From an optimization exercise on the open Yosys and OpenROAD flow, aimed at small area; shortcuts taken in it are not production practice.
RTL that was checked went through simulation tests only; none was proved equivalent to the original.
The RTL of runs 1 and 3 was laid out without a check of its function.
Power and IR drop assume default switching activity.

===== flow/config.mk =====
export PLATFORM = sky130hd
export DESIGN_NAME = dd_top
export DESIGN_NICKNAME = dd_top
export VERILOG_FILES = /design/flow/design.v
export SDC_FILE = /design/flow/constraint.sdc
export NUM_CORES = 4
export LEC_CHECK = 0
export CAP_MARGIN = 20
export CORE_MARGIN = 2
export CORE_UTILIZATION = 40
export SLEW_MARGIN = 20
export SYNTH_HIERARCHICAL = 1

===== flow/constraint.sdc =====
create_clock -name core_clock -period 6.0 [get_ports {clk_i}]
set_input_delay 1.2000 -clock core_clock [delete_from_list [all_inputs] [get_ports {clk_i}]]
set_output_delay 1.2000 -clock core_clock [all_outputs]
set_load 0.01 [all_outputs]

===== flow/design.v =====
`default_nettype none
package dd_pkg;
	typedef logic [1:0] chan_idx_t;
	typedef logic [12:0] fifo_usedw_t;
	typedef logic [24:0] ddr_count_t;
	typedef logic [15:0] xfer_bytes_t;
	typedef logic [31:0] fdma_addr_t;
	typedef logic [31:0] word_t;
	typedef enum logic [1:0] {
		IDLE,
		WAIT_ACK,
		WAIT_OVER
	} sched_state_e;
endpackage
`default_nettype wire
`default_nettype none
module dd_fa (
	input wire logic a,
	input wire logic b,
	input wire logic ci,
	output logic s,
	output logic co
);
	assign s = a ^ b ^ ci;
	assign co = (a & b) | (a & ci) | (b & ci);
endmodule
module dd_ha (
	input wire logic a,
	input wire logic b,
	output logic s,
	output logic co
);
	assign s = a ^ b;
	assign co = a & b;
endmodule
`default_nettype wire
`default_nettype none
module dd_top (
	input wire logic clk_i,
	input wire logic rst_rd_flag1,
	input wire logic [4-1:0] rxd_ena_i,
	input wire logic [4*13-1:0] fifo_usedw_i,
	input wire logic [4*32-1:0] fifo_rd_data_i,
	output logic [4-1:0] fifo_rd_req_o,
	input wire logic [4*25-1:0] clr_usedw_i,
	output logic [4*25-1:0] ddr_usedw_o,
	output logic [31:0] fdma_waddr_o,
	output logic [15:0] fdma_wsize_o,
	output logic fdma_wareq_o,
	input wire logic fdma_wbusy_i,
	output logic [31:0] fdma_wdata_o,
	input wire logic fdma_wvalid_i
);
	localparam logic [1:0] S_IDLE = 2'b00;
	localparam logic [1:0] S_WACK = 2'b01;
	localparam logic [1:0] S_WOVER = 2'b10;
	localparam logic [1:0] S_IDLEP = 2'b11;
	logic [1:0] st_q;
	logic busy_q;
	logic wareq_q;
	logic [3:0] gsel_q;
	logic [10:0] size_q;
	logic [3:0] pval_q;
	logic [22:0] ptr_q [4];
	logic [24:0] usedw_q [4];
	logic [3:0] ready;
	logic [10:0] words [4];
	always_comb begin
		for (int c = 0; c < 4; c++) begin
			ready[c] = (|fifo_usedw_i[c*13+10 +: 3])
				|| ((|fifo_usedw_i[c*13 +: 10]) && !rxd_ena_i[c]);
			words[c] = (|fifo_usedw_i[c*13+10 +: 3]) ? 11'd1024
				: {1'b0, fifo_usedw_i[c*13 +: 10]};
		end
	end
	logic [3:0] gnt;
	assign gnt[0] = ready[0];
	assign gnt[1] = ready[1] && !ready[0];
	assign gnt[2] = ready[2] && !(|ready[1:0]);
	assign gnt[3] = ready[3] && !(|ready[2:0]);
	logic [10:0] gnt_words;
	always_comb begin
		gnt_words = '0;
		for (int c = 0; c < 4; c++)
			gnt_words = gnt_words | (gnt[c] ? words[c] : 11'd0);
	end
	logic idle;
	logic grant;
	logic busy_rise;
	logic busy_fall;
	logic over_fall;
	assign idle = (st_q == S_IDLE) || (st_q == S_IDLEP);
	assign grant = idle && (|ready) && !fdma_wbusy_i;
	assign busy_rise = !busy_q && fdma_wbusy_i;
	assign busy_fall = busy_q && !fdma_wbusy_i;
	assign over_fall = (st_q == S_WOVER) && busy_q && !fdma_wbusy_i;
	logic [22:0] cur_ptr;
	logic [22:0] ptr_sum;
	logic [22:0] ptr_next;
	always_comb begin
		cur_ptr = '0;
		for (int c = 0; c < 4; c++)
			cur_ptr = cur_ptr | ((gsel_q[c] && pval_q[c]) ? ptr_q[c] : 23'd0);
	end
	assign ptr_sum = cur_ptr + 23'(size_q);
	assign ptr_next = (&ptr_sum[22:18]) ? 23'd0 : ptr_sum;
	always_ff @(posedge clk_i or negedge rst_rd_flag1) begin
		if (!rst_rd_flag1) begin
			busy_q <= 1'b0;
		end else begin
			busy_q <= fdma_wbusy_i;
		end
	end
	always_ff @(posedge clk_i or negedge rst_rd_flag1) begin
		if (!rst_rd_flag1) begin
			st_q <= S_IDLE;
		end else begin
			case (st_q)
				S_WACK: if (busy_rise) st_q <= S_WOVER;
				S_WOVER: if (busy_fall) st_q <= S_IDLEP;
				default: if (grant) st_q <= S_WACK;
			endcase
		end
	end
	always_ff @(posedge clk_i or negedge rst_rd_flag1) begin
		if (!rst_rd_flag1) begin
			gsel_q <= 4'b0001;
			size_q <= '0;
		end else if (grant) begin
			gsel_q <= gnt;
			size_q <= gnt_words;
		end
	end
	always_ff @(posedge clk_i or negedge rst_rd_flag1) begin
		if (!rst_rd_flag1) begin
			wareq_q <= 1'b0;
		end else begin
			wareq_q <= (st_q == S_WACK) && !fdma_wbusy_i;
		end
	end
	logic wback;
	assign wback = grant && (st_q == S_IDLEP);
	for (genvar g = 0; g < 4; g++) begin : g_chan
		always_ff @(posedge clk_i or negedge rst_rd_flag1) begin
			if (!rst_rd_flag1) begin
				pval_q[g] <= 1'b0;
			end else if (wback && gsel_q[g]) begin
				pval_q[g] <= 1'b1;
			end
		end
		always_ff @(posedge clk_i) begin
			if (wback && gsel_q[g]) begin
				ptr_q[g] <= ptr_next;
			end
		end
		logic [24:0] u, clr, A, x;
		assign u = usedw_q[g];
		assign clr = clr_usedw_i[g*25 +: 25];
		assign A = (over_fall && gsel_q[g]) ? {12'd0, size_q, 2'b00} : 25'd0;
		logic [24:0] nclr, P, s0;
		logic [13:0] K;
		logic [25:0] rc;
		assign nclr = ~clr;
		assign K[2:0] = 3'b000;
		assign P[1:0] = u[1:0];
		assign P[24:13] = u[24:13];
		for (genvar i = 2; i <= 12; i++) begin : g_csa
			dd_fa u_fa (.a(u[i]), .b(nclr[i]), .ci(A[i]), .s(P[i]), .co(K[i+1]));
		end
		assign s0[0] = ~(P[0] ^ nclr[0]);
		assign rc[1] = P[0] | nclr[0];
		dd_fa u_fa1 (.a(P[1]), .b(nclr[1]), .ci(rc[1]), .s(s0[1]), .co(rc[2]));
		dd_ha u_ha2 (.a(P[2]), .b(rc[2]), .s(s0[2]), .co(rc[3]));
		dd_fa u_fa3 (.a(P[3]), .b(K[3]), .ci(rc[3]), .s(s0[3]), .co(rc[4]));
		dd_fa u_fa4 (.a(P[4]), .b(K[4]), .ci(rc[4]), .s(s0[4]), .co(rc[5]));
		dd_fa u_fa5 (.a(P[5]), .b(K[5]), .ci(rc[5]), .s(s0[5]), .co(rc[6]));
		dd_fa u_fa6 (.a(P[6]), .b(K[6]), .ci(rc[6]), .s(s0[6]), .co(rc[7]));
		dd_fa u_fa7 (.a(P[7]), .b(K[7]), .ci(rc[7]), .s(s0[7]), .co(rc[8]));
		dd_ha u_ha8 (.a(P[8]), .b(K[8]), .s(s0[8]), .co(rc[9]));
		dd_fa u_fa9 (.a(P[9]), .b(K[9]), .ci(rc[9]), .s(s0[9]), .co(rc[10]));
		dd_fa u_fa10 (.a(P[10]), .b(K[10]), .ci(rc[10]), .s(s0[10]), .co(rc[11]));
		dd_fa u_fa11 (.a(P[11]), .b(K[11]), .ci(rc[11]), .s(s0[11]), .co(rc[12]));
		dd_fa u_fa12 (.a(P[12]), .b(K[12]), .ci(rc[12]), .s(s0[12]), .co(rc[13]));
		dd_ha u_ha13 (.a(P[13]), .b(nclr[13]), .s(s0[13]), .co(rc[14]));
		dd_fa u_fa14 (.a(P[14]), .b(nclr[14]), .ci(rc[14]), .s(s0[14]), .co(rc[15]));
		dd_fa u_fa15 (.a(P[15]), .b(nclr[15]), .ci(rc[15]), .s(s0[15]), .co(rc[16]));
		dd_fa u_fa16 (.a(P[16]), .b(nclr[16]), .ci(rc[16]), .s(s0[16]), .co(rc[17]));
		dd_ha u_ha17 (.a(P[17]), .b(nclr[17]), .s(s0[17]), .co(rc[18]));
		dd_fa u_fa18 (.a(P[18]), .b(nclr[18]), .ci(rc[18]), .s(s0[18]), .co(rc[19]));
		dd_fa u_fa19 (.a(P[19]), .b(nclr[19]), .ci(rc[19]), .s(s0[19]), .co(rc[20]));
		dd_fa u_fa20 (.a(P[20]), .b(nclr[20]), .ci(rc[20]), .s(s0[20]), .co(rc[21]));
		dd_ha u_ha21 (.a(P[21]), .b(nclr[21]), .s(s0[21]), .co(rc[22]));
		dd_fa u_fa22 (.a(P[22]), .b(nclr[22]), .ci(rc[22]), .s(s0[22]), .co(rc[23]));
		dd_fa u_fa23 (.a(P[23]), .b(nclr[23]), .ci(rc[23]), .s(s0[23]), .co(rc[24]));
		dd_fa u_fa24 (.a(P[24]), .b(nclr[24]), .ci(rc[24]), .s(s0[24]), .co(rc[25]));
		always_comb begin
			logic ca, cb, t, ao;
			x[7:0] = s0[7:0];
			ca = rc[8];
			ao = 1'b1;
			x[8] = s0[8] ^ (ca & ao);
			ao = ao & s0[8];
			x[9] = s0[9] ^ (ca & ao);
			ao = ao & s0[9];
			x[10] = s0[10] ^ (ca & ao);
			ao = ao & s0[10];
			x[11] = s0[11] ^ (ca & ao);
			ao = ao & s0[11];
			x[12] = s0[12] ^ (ca & ao);
			ao = ao & s0[12];
			ca = rc[13] | (ca & ao);
			cb = K[13];
			x[13] = s0[13] ^ ca ^ cb;
			t = (s0[13] & ca) | (s0[13] & cb) | (ca & cb);
			ao = 1'b1;
			x[14] = s0[14] ^ (t & ao);
			ao = ao & s0[14];
			x[15] = s0[15] ^ (t & ao);
			ao = ao & s0[15];
			x[16] = s0[16] ^ (t & ao);
			ao = ao & s0[16];
			ca = rc[17];
			cb = t & ao;
			x[17] = s0[17] ^ ca ^ cb;
			t = (s0[17] & ca) | (s0[17] & cb) | (ca & cb);
			ao = 1'b1;
			x[18] = s0[18] ^ (t & ao);
			ao = ao & s0[18];
			x[19] = s0[19] ^ (t & ao);
			ao = ao & s0[19];
			x[20] = s0[20] ^ (t & ao);
			ao = ao & s0[20];
			ca = rc[21];
			cb = t & ao;
			x[21] = s0[21] ^ ca ^ cb;
			t = (s0[21] & ca) | (s0[21] & cb) | (ca & cb);
			ao = 1'b1;
			x[22] = s0[22] ^ (t & ao);
			ao = ao & s0[22];
			x[23] = s0[23] ^ (t & ao);
			ao = ao & s0[23];
			x[24] = s0[24] ^ (t & ao);
			ao = ao & s0[24];
			ca = rc[25];
			cb = t & ao;
		end
		always_ff @(posedge clk_i or negedge rst_rd_flag1) begin
			if (!rst_rd_flag1) begin
				usedw_q[g] <= '0;
			end else begin
				usedw_q[g] <= x;
			end
		end
		assign ddr_usedw_o[g*25 +: 25] = usedw_q[g];
	end
	assign fdma_wareq_o = wareq_q;
	assign fdma_wsize_o = {5'd0, size_q};
	assign fdma_waddr_o = {5'b00110, gsel_q[3] | gsel_q[2], gsel_q[3] | gsel_q[1], cur_ptr, 2'b00};
	always_comb begin
		fdma_wdata_o = '0;
		for (int c = 0; c < 4; c++)
			fdma_wdata_o = fdma_wdata_o | (gsel_q[c] ? fifo_rd_data_i[c*32 +: 32] : 32'd0);
		fifo_rd_req_o = gsel_q & {4{fdma_wvalid_i}};
	end
endmodule
`default_nettype wire

===== flow/flow/run.sh =====
#!/bin/bash
# Standard ORFS layout with two changes: the port buffers use the smallest
# buffer cell, and clock tree synthesis uses larger sink clusters without
# dummy loads.
set -euo pipefail
bash standard.sh \
  'BUFFER_PORTS_ARGS=-buffer_cell sky130_fd_sc_hd__buf_1' \
  'CTS_ARGS=-sink_clustering_enable -repair_clock_nets -buf_list sky130_fd_sc_hd__clkbuf_4 -sink_clustering_size 10 -sink_clustering_max_diameter 50 -dont_use_dummy_load' \
  finish > standard_make.log 2>&1

===== flow/standard.sh =====
#!/bin/bash
# synth_recipe.tcl (not shown) runs the flow's synth.tcl, then flattens the netlist and writes it again
# the make line also repeats each setting of config.mk as NAME=value (left out here)
make -C /OpenROAD-flow-scripts/flow DESIGN_CONFIG=/design/flow/config.mk WORK_HOME=/design/flow/orfs CLKGATE_MAP_FILE= SYNTH_SCRIPT=/design/flow/synth_recipe.tcl "${@:-finish}"

==> reports/summary.txt, run 1 <==
Largest net degree at the start of global routing - 63
Leak Pwr - 6.92 nW
Clock Tree Root - clkbuf_4
Initial antenna violation count - 13
Combinational family with the most area after synthesis - adder cells
Core area - 0.0344 mm^2
CTS clk-pin slew, worst paths - 0.12 ns
Max_slew headroom - 36.7%
P&R area growth vs syn - 17.7%
DRC violations left - 0
H-tree Lvls - 2
Startpoint Class - input pin
Slew @ Worst Pin - 0.949 ns
Status - no timing/DRC/antenna violations
Die Ht - 190 um
CTS sink cnt - 215
Post-route design area - 0.0163 mm^2
FF+latch count, synth - 215
Clock buffer count from CTS - 36
Number of enable flip-flop cells after synthesis - 92
# IOs - 473
Post-route setup TNS - 0 ns
Die footprint - 0.0362 mm^2
Post-cts resize count - 0
Final hold violation count - 0
Fin Clk Skew - 0.119 ns
Max-slew violation count - 0
M1 WL - 17.5 mm
PortBufs - 460
Synthesized area per cell - 11.7 um^2
Via/cell ratio - 5.10
CTS max path bufs - 3
Worst Hold Class - flip-flop to flip-flop
Met2 wire len - 22.8 mm
Routed WL per cell - 21.2 um
Post-CTS Hold Buffers - 0
Worst skew pair latency - 0.70 ns
Adder-Cell Fraction of Synth Area - 24.2%
Placed inst area - 0.0160 mm^2
Simple-Gate Fraction of Synth Area - 12.1%
Post-Layout Cell Count - 2082
Arrival @ worst endpoint - 6.39 ns
Crit path kind - input pin to flip-flop
First-pass GRT wire length - 65.5 mm
Overall routed net length - 44.1 mm
Worst Setup Slack post-DPL - -0.575 ns
GP Congestion - 0.962
Cells after DPL - 2036
Cell taking the most area after synthesis - dfrtp_1
VDD IR max - 0.259 mV
ANT nets after route - 0
Cell Pwr Density - 476 mW/mm^2
Synth Instances - 1185
Post-Synthesis Cell Area - 0.0139 mm^2
Finish-stage setup viols - 0
Sequential-to-total area share from yosys stat - 42.1%
Die width - 190 um
Global route total overflow - 0
Compound-Gate Fraction of Synth Area - 8.97%
Fraction of layout cells with a size suffix above 1 - 11.1%
Minimum clock period - 5.81 ns
Row count - 68
Post-synthesis async set-or-reset flop share - 57.2%
Most frequent cell after synthesis - inv_1
TritonCTS clock tree - done
CP Max Fanout - 10
Synth warnings - 10
Gr usage total - 24.5%
Vias in the first global route - 10.8k
Pre-antenna DRT Iters - 6
Mux cell area share after synthesis - 0.217%
Max Cap Violations - 0
CP endpoint kind - flip-flop
WL met3 - 2.42 mm
Synth cell types - 69
Hpwl dp - 35.2 mm
RSZ-0062 raised after global routing - false
Uppermost layer routed - met5
Final #Nets - 2095
Area fraction of the dominant cell type after synthesis - 22.0%
DR iter-0 viols - 621
Main synth FF type - dfrtp_1
Post-CTS Setup Inserts - 0
Via Count - 10.6k
Xor/xnor share of the synthesized area - 3.60%
Critical Path RT - 6.58 ns
Highest Clock Rate - 172 MHz
Synth cell count leaders - inv_1 (135), fa_1 (133), dfrtp_1 (122)
Initial Util - 40.3%
Synth top area cells - dfrtp_1 (22%), edfxtp_1 (20%), fa_1 (19%)
Worst setup margin - 0.191 ns
Final Cycle Share - 96.8%
Worst hold slack - 0.574 ns
-- path summary, 6_finish.rpt --
kind,start,endpoint,slack (ns),cells after the start
min reg2reg,usedw_q[1][1],usedw_q[1][1],0.57,1
min,usedw_q[1][1],usedw_q[1][1],0.57,1
max in group asynchronous,rst_rd_flag1,usedw_q[3][11],4.33,2
max reg2reg,st_q[0],usedw_q[3][23],0.31,23
min in group asynchronous,rst_rd_flag1,usedw_q[3][24],0.67,1
max,fdma_wbusy_i,usedw_q[3][23],0.19,22
-- cell type report --
type,instances,area (um^2)
Antenna cell,10,25.0
Clock buffer,36,270
Fill cell,3306,18000
Inverter,135,507
Multi-Input combinational cell,733,7070
Sequential cell,215,5850
Tap cell,455,569
Timing Repair Buffer,498,2040
-- flip-flops by register name, indices dropped and copies added, names as in the netlist --
signal,count
usedw_q,100
ptr_q,92
gsel_q,4
busy_q,1
size_q,11
wareq_q,1
st_q,2
pval_q,4
-- modules after synthesis (local to each module, per instance) --
module	flops+latches	cells	times used	cell area (um^2)
dd_fa	0	1	120	20.0
dd_ha	0	1	20	12.5
dd_top	215	1045	1	11200
-- per-stage QoR --
stage / total power, W / utilization (%)
CTS: 0.00789 / 47.4
floorplan: 0.00573 / -
finish: 0.00777 / 47.5
detailed placement: 0.00706 / 46.6
global placement: 0.00691 / 46.6
global route: 0.00850 / 47.5
-- metal layers --
metal | vias to the layer above | GRT usage (%)
met5 | - | 0
li1 | 4871 | -
met3 | 83 | 4.54
met4 | 4 | 9.00
met2 | 340 | 43.4
met1 | 5318 | 29.8
-- placed cells by master (no fill, tap or decap), drive strengths merged, types with 3 or more instances in the layout --
master  instances
nor2b           5
buf           497
conb           12
nand2          78
and2            8
dfrtp         122
a22o            4
nor2           48
a31oi           6
inv           135
or3             3
nand3          62
nor3            5
xnor2          27
a22oi          88
o21ai          13
o211ai          7
nand4          17
and3           58
or2             6
a21oi           9
xor2           30
a41o            4
edfxtp         92
ha             55
nor4           10
diode          10
clkbuf         37
mux2i           3
a211oi          9
and4            3
fa            133
a222oi          6
-- power by group --
group / leakage, nW / switching (W) / internal [W]
clock network: 0.166 / 0.000523 / 0.000276
registers: 2.29 / 0.000461 / 0.00217
logic: 4.46 / 0.00251 / 0.00183
-- kinds of logic after synthesis --
family | Yosys count
simple gates | 313
buf+inv | 247
flops | 215
fa+ha+maj | 188
compound gates | 160
xor+xnor | 57
mux | 3
other cells | 2
-- worst max-delay path, stage by stage --
cell     delay, ns
buf_1         0.26
and3b_1       0.24
buf_4         0.18
and3_4        0.19
fa_1          0.44
ha_2          0.19
fa_2          0.33
fa_2          0.34
fa_2          0.34
fa_2          0.34
fa_2          0.35
and3_4        0.19
a41o_1        0.21
fa_2          0.39
nand3_2       0.09
nor2_2        0.04
fa_2          0.36
nand4_1       0.13
fa_2          0.22
inv_2         0.05
ha_4          0.14
xor2_1        0.14
==> inputs of run 2 (changes only) <==
--- a/flow/design.v
+++ b/flow/design.v
@@ -102,8 +102,35 @@
 		for (int c = 0; c < 4; c++)
 			cur_ptr = cur_ptr | ((gsel_q[c] && pval_q[c]) ? ptr_q[c] : 23'd0);
 	end
-	assign ptr_sum = cur_ptr + 23'(size_q);
-	assign ptr_next = (&ptr_sum[22:18]) ? 23'd0 : ptr_sum;
+	logic [11:0] pc;
+	logic [10:0] ps0;
+	logic pc_lo;
+	logic pao;
+	logic ptr_wrap;
+	dd_ha u_pha0 (.a(cur_ptr[0]), .b(size_q[0]), .s(ps0[0]), .co(pc[1]));
+	for (genvar i = 1; i <= 5; i++) begin : g_pfa_lo
+		dd_fa u_pfa (.a(cur_ptr[i]), .b(size_q[i]), .ci(pc[i]), .s(ps0[i]), .co(pc[i+1]));
+	end
+	dd_ha u_pha6 (.a(cur_ptr[6]), .b(size_q[6]), .s(ps0[6]), .co(pc[7]));
+	for (genvar i = 7; i <= 10; i++) begin : g_pfa_hi
+		dd_fa u_pfa (.a(cur_ptr[i]), .b(size_q[i]), .ci(pc[i]), .s(ps0[i]), .co(pc[i+1]));
+	end
+	always_comb begin
+		ptr_sum[5:0] = ps0[5:0];
+		pao = 1'b1;
+		for (int i = 6; i <= 10; i++) begin
+			ptr_sum[i] = ps0[i] ^ (pc[6] & pao);
+			pao = pao & ps0[i];
+		end
+		pc_lo = pc[11] | (pc[6] & pao);
+		pao = 1'b1;
+		for (int i = 11; i <= 22; i++) begin
+			ptr_sum[i] = cur_ptr[i] ^ (pc_lo & pao);
+			pao = pao & cur_ptr[i];
+		end
+	end
+	assign ptr_wrap = &ptr_sum[22:18];
+	assign ptr_next = ptr_sum;
 	always_ff @(posedge clk_i or negedge rst_rd_flag1) begin
 		if (!rst_rd_flag1) begin
 			busy_q <= 1'b0;
@@ -145,7 +172,7 @@
 			if (!rst_rd_flag1) begin
 				pval_q[g] <= 1'b0;
 			end else if (wback && gsel_q[g]) begin
-				pval_q[g] <= 1'b1;
+				pval_q[g] <= !ptr_wrap;
 			end
 		end
 		always_ff @(posedge clk_i) begin
@@ -185,11 +212,11 @@
 		dd_fa u_fa14 (.a(P[14]), .b(nclr[14]), .ci(rc[14]), .s(s0[14]), .co(rc[15]));
 		dd_fa u_fa15 (.a(P[15]), .b(nclr[15]), .ci(rc[15]), .s(s0[15]), .co(rc[16]));
 		dd_fa u_fa16 (.a(P[16]), .b(nclr[16]), .ci(rc[16]), .s(s0[16]), .co(rc[17]));
-		dd_ha u_ha17 (.a(P[17]), .b(nclr[17]), .s(s0[17]), .co(rc[18]));
+		dd_fa u_fa17 (.a(P[17]), .b(nclr[17]), .ci(rc[17]), .s(s0[17]), .co(rc[18]));
 		dd_fa u_fa18 (.a(P[18]), .b(nclr[18]), .ci(rc[18]), .s(s0[18]), .co(rc[19]));
-		dd_fa u_fa19 (.a(P[19]), .b(nclr[19]), .ci(rc[19]), .s(s0[19]), .co(rc[20]));
+		dd_ha u_ha19 (.a(P[19]), .b(nclr[19]), .s(s0[19]), .co(rc[20]));
 		dd_fa u_fa20 (.a(P[20]), .b(nclr[20]), .ci(rc[20]), .s(s0[20]), .co(rc[21]));
-		dd_ha u_ha21 (.a(P[21]), .b(nclr[21]), .s(s0[21]), .co(rc[22]));
+		dd_fa u_fa21 (.a(P[21]), .b(nclr[21]), .ci(rc[21]), .s(s0[21]), .co(rc[22]));
 		dd_fa u_fa22 (.a(P[22]), .b(nclr[22]), .ci(rc[22]), .s(s0[22]), .co(rc[23]));
 		dd_fa u_fa23 (.a(P[23]), .b(nclr[23]), .ci(rc[23]), .s(s0[23]), .co(rc[24]));
 		dd_fa u_fa24 (.a(P[24]), .b(nclr[24]), .ci(rc[24]), .s(s0[24]), .co(rc[25]));
@@ -219,22 +246,19 @@
 			ao = ao & s0[15];
 			x[16] = s0[16] ^ (t & ao);
 			ao = ao & s0[16];
-			ca = rc[17];
-			cb = t & ao;
-			x[17] = s0[17] ^ ca ^ cb;
-			t = (s0[17] & ca) | (s0[17] & cb) | (ca & cb);
-			ao = 1'b1;
+			x[17] = s0[17] ^ (t & ao);
+			ao = ao & s0[17];
 			x[18] = s0[18] ^ (t & ao);
 			ao = ao & s0[18];
-			x[19] = s0[19] ^ (t & ao);
-			ao = ao & s0[19];
+			ca = rc[19];
+			cb = t & ao;
+			x[19] = s0[19] ^ ca ^ cb;
+			t = (s0[19] & ca) | (s0[19] & cb) | (ca & cb);
+			ao = 1'b1;
 			x[20] = s0[20] ^ (t & ao);
 			ao = ao & s0[20];
-			ca = rc[21];
-			cb = t & ao;
-			x[21] = s0[21] ^ ca ^ cb;
-			t = (s0[21] & ca) | (s0[21] & cb) | (ca & cb);
-			ao = 1'b1;
+			x[21] = s0[21] ^ (t & ao);
+			ao = ao & s0[21];
 			x[22] = s0[22] ^ (t & ao);
 			ao = ao & s0[22];
 			x[23] = s0[23] ^ (t & ao);
==> run 2 against run 1 <==
Against the previous run:
- still clean on timing, DRC and antenna
- combinational power grew 3%
- critical path depth is the same
- register-to-register slack lost 0.05 ns
- clock skew shrank 0.062 ns
- synthesized area shrank 2.1%
- flip-flop and latch count is the same
- count of clock-buffer cells in the layout shrank 5
- die area shrank 2.0%
- fmax grew 1.1%
- largest cell class unchanged
==> reports/summary.txt, run 2 <==
Cells after DPL - 1982
First-pass GRT wire length - 63.5 mm
Top flop regs - usedw_q: 100 flops, ptr_q: 92 flops, size_q: 11 flops
CP endpoint kind - flip-flop
Post-synthesis async set-or-reset flop share - 57.2%
FF+latch count, synth - 215
Vias in the first global route - 10.5k
Fin Clk Skew - 0.0567 ns
Slew @ Worst Pin - 0.818 ns
Worst hold slack - 0.469 ns
Crit path kind - flip-flop to flip-flop
Area fraction of the dominant cell type after synthesis - 22.5%
Row count - 67
Initial antenna violation count - 7
Via Count - 10.3k
Highest Clock Rate - 174 MHz
Status - no timing/DRC/antenna violations
Routed WL per cell - 20.9 um
Sequential-to-total area share from yosys stat - 43.0%
Die Ht - 188 um
Post-Synthesis Cell Area - 0.0136 mm^2
Main synth FF type - dfrtp_1
GP Congestion - 0.877
Pre-antenna DRT Iters - 5
DR iter-0 viols - 762
Hpwl dp - 33.0 mm
Worst Hold Class - input pin to async pin
Max-slew violation count - 0
Fraction of layout cells with a size suffix above 1 - 6.44%
Max_slew headroom - 45.0%
Synth warnings - 10
Startpoint Class - flip-flop
Clock Tree Root - clkbuf_4
CP Max Fanout - 14
Arrival @ worst endpoint - 6.30 ns
TritonCTS clock tree - done
DRC violations left - 0
FF/Latch Area - 0.00585 mm^2
Synth top area cells - dfrtp_1 (22%), fa_1 (21%), edfxtp_1 (20%)
Biggest register - usedw_q
Worst skew pair latency - 0.72 ns
CTS sink cnt - 215
Max Cap Violations - 0
P&R area growth vs syn - 16.5%
Global route total overflow - 0
ANT nets after route - 0
Synth cell types - 56
Final hold violation count - 0
FILL cells - 3182
Finish-stage setup viols - 0
Most frequent cell after synthesis - inv_1
Initial Util - 40.6%
Flip-flop count of the largest register after layout - 100
Largest net degree at the start of global routing - 60
Leak Pwr - 6.78 nW
Die footprint - 0.0354 mm^2
CTS max path bufs - 3
Footprint of the multi-input gates - 0.00653 mm^2
PortBufs - 460
Post-Layout Cell Count - 2019
Placed inst area - 0.0155 mm^2
Cell taking the most area after synthesis - dfrtp_1
Clock buffer count from CTS - 31
# IOs - 473
H-tree Lvls - 1
Cell Pwr Density - 514 mW/mm^2
Most frequent cells in the layout - buf_1 (459), inv_1 (154), fa_1 (141)
VDD IR max - 0.264 mV
Critical Path RT - 6.55 ns
CTS clk-pin slew, worst paths - 0.11 ns
Post-route design area - 0.0158 mm^2
Final Cycle Share - 95.7%
Post-CTS Hold Buffers - 0
Gr usage total - 23.7%
Overall routed net length - 42.3 mm
Via/cell ratio - 5.08
Number of enable flip-flop cells after synthesis - 92
Final #Nets - 2039
Die width - 188 um
Post-route setup TNS - 0 ns
Minimum clock period - 5.74 ns
Core area - 0.0334 mm^2
Most common cell after layout, fill and taps aside - buf_1
Synth cell count leaders - inv_1 (154), fa_1 (141), dfrtp_1 (122)
Synth Instances - 1138
Synthesized area per cell - 11.9 um^2
## run 2: what timing repair did
item,CTS,global route
gates resized for setup,0,9
setup endpoints to repair,0,8
buffers inserted,0,2
## run 2: kinds of logic (layout without fill, tap and decap cells)
group	count (synthesis)	count (layout)	share of synthesized area, %
simple gates	251	251	9.87
xor+xnor	61	61	3.93
mux	6	6	0.590
fa+ha+maj	181	181	24.5
flops	215	215	43.0
buf+inv	266	686	9.51
compound gates	156	156	8.55
other cells	2	15	0.0553
## run 2: final timing paths
path / startpoint / end / slack (ns) / cells past startpoint
max in group asynchronous: rst_rd_flag1 / usedw_q[2][2] / 4.28 / 2
min in group core_clock: usedw_q[1][1] / usedw_q[1][1] / 0.59 / 1
max reg2reg: st_q[0] / usedw_q[3][21] / 0.26 / 22
min reg2reg: usedw_q[1][1] / usedw_q[1][1] / 0.59 / 1
min: rst_rd_flag1 / wareq_q / 0.47 / 1
max: st_q[0] / usedw_q[3][21] / 0.26 / 22
## run 2: metal layers
| metal | part of all wire, % | track usage [%] | vias up | wire, um |
|---|---|---|---|---|
| li1 | - | - | 4635 | - |
| met1 | 43 | 33.9 | 5110 | 18400 |
| met2 | 45 | 35.8 | 460 | 18900 |
| met3 | 10 | 7.71 | 54 | 4300 |
| met4 | 1.5 | 3.94 | 6 | 639 |
| met5 | 0.076 | 0 | - | 32 |
## run 2: power by group
part | switching, W | total, W | internal (W) | leakage, nW
Sequential | 0.000605 | 0.00292 | 0.00231 | 2.27
Combinational | 0.00256 | 0.00449 | 0.00193 | 4.37
Clock | 0.000495 | 0.000729 | 0.000235 | 0.143
Total | 0.00366 | 0.00813 | 0.00447 | 6.78
## run 2: metrics by stage
stage	total power (W)	worst slack [ns]	utilization, %
after floorplan	0.00596	0.00668	-
after global placement	0.00727	-0.375	46.3
after detailed placement	0.00741	-0.441	46.3
after CTS	0.00817	0.236	47.0
after global routing	0.00891	-0.00521	47.3
final	0.00813	0.257	47.3
## run 2: layout make-up
class                      count  share of cell area (%)
antenna                        3                  0.0475
clock buffer                  31                    1.47
inverter                     154                    3.65
multi-input combinational    667                    41.3
sequential                   215                    37.0
tap                          448                    3.54
timing repair buffer         501                    13.1
## run 2: per-module statistics from Yosys (local to each module, per instance)
module  cells  flops+latches  copies in the design  cell area [um^2]
dd_top    987            215                     1             10700
dd_fa       1              0                   133              20.0
dd_ha       1              0                    18              12.5
## run 2: worst max-delay path: stages, from the launching register on
cell	delay, ns
dfrtp_1	0.40
inv_1	0.08
ha_1	0.23
and3b_2	0.27
buf_12	0.16
and3_1	0.19
fa_1	0.45
ha_1	0.22
fa_1	0.37
fa_1	0.39
fa_1	0.40
fa_1	0.40
fa_1	0.40
and3_1	0.21
a41oi_1	0.28
fa_1	0.22
inv_1	0.05
and3_2	0.20
nand4_1	0.11
fa_1	0.18
inv_1	0.06
ha_1	0.18
xor2_1	0.15
==> inputs of run 3 (changes only) <==
--- a/flow/design.v
+++ b/flow/design.v
@@ -56,7 +56,6 @@
 	localparam logic [1:0] S_WOVER = 2'b10;
 	localparam logic [1:0] S_IDLEP = 2'b11;
 	logic [1:0] st_q;
-	logic busy_q;
 	logic wareq_q;
 	logic [3:0] gsel_q;
 	logic [10:0] size_q;
@@ -86,14 +85,10 @@
 	end
 	logic idle;
 	logic grant;
-	logic busy_rise;
-	logic busy_fall;
 	logic over_fall;
 	assign idle = (st_q == S_IDLE) || (st_q == S_IDLEP);
 	assign grant = idle && (|ready) && !fdma_wbusy_i;
-	assign busy_rise = !busy_q && fdma_wbusy_i;
-	assign busy_fall = busy_q && !fdma_wbusy_i;
-	assign over_fall = (st_q == S_WOVER) && busy_q && !fdma_wbusy_i;
+	assign over_fall = (st_q == S_WOVER) && !fdma_wbusy_i;
 	logic [22:0] cur_ptr;
 	logic [22:0] ptr_sum;
 	logic [22:0] ptr_next;
@@ -133,18 +128,11 @@
 	assign ptr_next = ptr_sum;
 	always_ff @(posedge clk_i or negedge rst_rd_flag1) begin
 		if (!rst_rd_flag1) begin
-			busy_q <= 1'b0;
-		end else begin
-			busy_q <= fdma_wbusy_i;
-		end
-	end
-	always_ff @(posedge clk_i or negedge rst_rd_flag1) begin
-		if (!rst_rd_flag1) begin
 			st_q <= S_IDLE;
 		end else begin
 			case (st_q)
-				S_WACK: if (busy_rise) st_q <= S_WOVER;
-				S_WOVER: if (busy_fall) st_q <= S_IDLEP;
+				S_WACK: if (fdma_wbusy_i) st_q <= S_WOVER;
+				S_WOVER: if (!fdma_wbusy_i) st_q <= S_IDLEP;
 				default: if (grant) st_q <= S_WACK;
 			endcase
 		end
==> run 3 against run 2 <==
Against the previous run:
- combinational power up 9.1%
- sequential share of layout area down 0.20 points
- flip-flop and latch count down 1
- still clean
- global-route usage down 0.67 points
- design area up 0.12%
==> reports/summary.txt, run 3 <==
Status - no timing/DRC/antenna violations
Cells after DPL - 1998
Top flop regs - usedw_q: 100 flops, ptr_q: 92 flops, size_q: 11 flops
DRC violations left - 0
Overall routed net length - 41.1 mm
Clock buffer count from CTS - 30
VDD IR max - 0.284 mV
Placed inst area - 0.0156 mm^2
Worst R2R Path Depth - 22
# IOs - 473
CP endpoint kind - flip-flop
CP cell instances - buf_1, nor2b_4, buf_12, and3_1, fa_1, ha_1, fa_1, fa_1, fa_1, fa_1, fa_1, and3_1, a41oi_1, fa_1, inv_1, and3_1, nand4_1, fa_1, inv_1, and3_1, nand3_1, xnor2_1
Leak Pwr - 6.81 nW
Clock Tree Root - clkbuf_4
Synth top area cells - dfrtp_1 (22%), fa_1 (21%), edfxtp_1 (20%)
ANT nets after route - 0
Final hold violation count - 0
Post-CTS Hold Buffers - 0
Fin Clk Skew - 0.0704 ns
Die Ht - 189 um
Synth Instances - 1157
Max-slew violation count - 0
Number of enable flip-flop cells after synthesis - 92
R2R setup slack - 0.35 ns
Slew @ Worst Pin - 0.715 ns
CP delay by family, top - adder cells
Met1 global-route usage - 31.5%
Post-synthesis async set-or-reset flop share - 57.0%
Initial Util - 40.7%
Reg2reg end - usedw_q[3][24]
Startpoint Class - input pin
Flip-flop count of the largest register after layout - 100
Worst setup margin - 0.334 ns
First-pass GRT wire length - 61.9 mm
FF+latch count, synth - 214
Post-Layout Cell Count - 2035
Most frequent cell after synthesis - inv_1
CP Max Fanout - 11
Via/cell ratio - 5.04
CTS max path bufs - 3
Critical Path RT - 6.61 ns
Final #Nets - 2053
Biggest register - usedw_q
Worst Hold Class - input pin to async pin
Most common cell after layout, fill and taps aside - buf_1
Die footprint - 0.0357 mm^2
Pre-antenna DRT Iters - 5
GP Congestion - 0.907
Cell taking the most area after synthesis - dfrtp_1
Max Cap Violations - 0
Max_slew headroom - 52.3%
PortBufs - 460
Global route total overflow - 0
Synth warnings - 10
H-tree Lvls - 1
Worst skew pair latency - 0.69 ns
Worst Setup Slack post-DPL - -0.509 ns
Initial antenna violation count - 4
Area fraction of the dominant cell type after synthesis - 22.2%
Via Count - 10.2k
Routed WL per cell - 20.2 um
TritonCTS clock tree - done
Arrival @ worst endpoint - 6.28 ns
Synthesized area per cell - 11.8 um^2
Final Cycle Share - 94.4%
RSZ-0062 raised after global routing - false
Vias in the first global route - 10.6k
Finish-stage setup viols - 0
Main synth FF type - dfrtp_1
Die width - 189 um
Worst path buffer plus inverter count - 4
Critical path startpoint - fdma_wbusy_i
Core area - 0.0336 mm^2
Largest net degree at the start of global routing - 76
Post-route design area - 0.0158 mm^2
CP max stage cell - fa_1
Most used cell, CP - fa_1
Minimum clock period - 5.67 ns
CTS sink cnt - 214
Post-Synthesis Cell Area - 0.0137 mm^2
Hpwl dp - 33.0 mm
Synth cell count leaders - inv_1 (145), fa_1 (141), dfrtp_1 (121)
Cell Pwr Density - 548 mW/mm^2
Row count - 67
Synth cell types - 61
Gr usage total - 23.0%
Sequential-to-total area share from yosys stat - 42.6%
Crit path kind - input pin to flip-flop
Max incr delay on CP - 0.44 ns
Most frequent cells in the layout - buf_1 (459), inv_1 (145), fa_1 (141)
DR iter-0 viols - 552
P&R area growth vs syn - 15.9%
GR Layer Usage met3 - 6.52%
GR Util met2 - 36.1%
Most Crowded Layer GR - met2
Fraction of layout cells with a size suffix above 1 - 6.26%
Highest Clock Rate - 176 MHz
CTS clk-pin slew, worst paths - 0.12 ns
RR Startpoint - st_q[1]
==> run 3: cells by family (layout without fill, tap and decap cells) <==
group                      Yosys count  in the layout  share of synthesized area [%]
and+or+nand+nor                    276            276                           10.7
buffers and inverters              264            679                           9.61
DFF                                214            214                           42.6
adders and majority gates          181            181                           24.3
AOI/OAI and AO/OA                  155            155                           8.43
xor gates and xnor gates            60             60                           3.84
muxes                                5              5                          0.522
other                                2             17                         0.0549
==> run 3: how the worst max path moves through the flow <==
| stage | endpoint | depth (start not counted) | slack, ns |
|---|---|---|---|
| after global placement | usedw_q[3][24] | 20 | -0.40 |
| after floorplan | usedw_q[3][21] | 21 | -0.03 |
| final | usedw_q[3][24] | 22 | 0.33 |
| after CTS | usedw_q[3][24] | 21 | 0.20 |
| after global routing | usedw_q[3][24] | 23 | 0.11 |
| after detailed placement | usedw_q[3][24] | 20 | -0.51 |
==> run 3: area by class of cell <==
class                           count  area, um^2
Fill cell                        3190       17800
Multi-Input combinational cell    689        6580
Sequential cell                   214        5820
Timing Repair Buffer              504        2090
Tap cell                          448         561
Inverter                          145         544
Clock buffer                       30         225
Antenna cell                        5        12.5
==> run 3: timing repair <==
action                                  4_1_cts  5_1_grt
endpoints found under the setup margin        0        2
buffers inserted                              0        2
resized for setup                             0        0
==> run 3: metrics by stage <==
| step | hold WS [ns] | total power [W] | setup TNS [ns] | util [%] |
|---|---|---|---|---|
| finish | 0.308 | 0.00867 | 0 | 47.1 |
| global route | 0.258 | 0.00950 | 0 | 47.1 |
| CTS | 0.248 | 0.00877 | 0 | 47.0 |
| detailed placement | 0.567 | 0.00804 | -7.90 | 46.3 |
| global placement | 0.561 | 0.00789 | -5.97 | 46.3 |
| floorplan | 0.545 | 0.00648 | -0.290 | - |
==> run 3: power by group <==
group	internal (W)	switching, W
sequential	0.00251	0.000571
combinational	0.00206	0.00284
clock	0.000227	0.000464
==> run 3: per-layer routing <==
layer | vias to the layer above | share of wire (%)
met4 | 2 | 2.4
met2 | 430 | 47
met1 | 5059 | 42
met5 | - | 0.032
li1 | 4698 | -
met3 | 60 | 8.8
==> run 3: worst reg2reg max path, delay by kind of cell (launching register included) <==
| kind | cells | cell delay, ns |
|---|---|---|
| adder cells (fa/ha/maj) | 10 | 3.29 |
| flip-flops | 1 | 0.44 |
| XOR/XNOR | 1 | 0.11 |
| AO/OA/AOI/OAI | 1 | 0.27 |
| buffers and inverters | 3 | 0.27 |
| AND/OR/NAND/NOR | 7 | 1.23 |
==> run 3: Yosys stat by module (local to each module, per instance) <==
| module | times used | cells | cell area [um^2] |
|---|---|---|---|
| dd_fa | 133 | 1 | 20.0 |
| dd_top | 1 | 1006 | 10800 |
| dd_ha | 18 | 1 | 12.5 |

-- static timing again, ports no longer ideal --
In the flow no input, the clock included, has a driving cell. The finished layouts below were timed again as built, in two steps. Step 1, drivers: a clkbuf_16 drives clk_i and a buf_2 each remaining input, both assumed. Step 2, shift: input delay + t, output delay - t, t = (earliest + latest rising clock arrival at the registers) / 2. This alone moves slack from input paths to output paths. a / b / c = ideal ports / drivers / drivers and shift; a / b = the first two.
run	t, ns	slack for setup (ns)	latest minus earliest clock arrival (ns)
run 1	0.681	0.191 / 0.216 / -0.466	0.119 / 0.119
run 2	0.734	0.257 / 0.257 / -0.380	0.057 / 0.057
run 3	0.709	0.334 / 0.348 / -0.344	0.071 / 0.070
Met with ideal ports but missed after step 2: setup timing in every run listed. For run 3, which loses most, drivers alone change the setup slack by +0.014 ns; drivers and shift together by -0.678 ns.
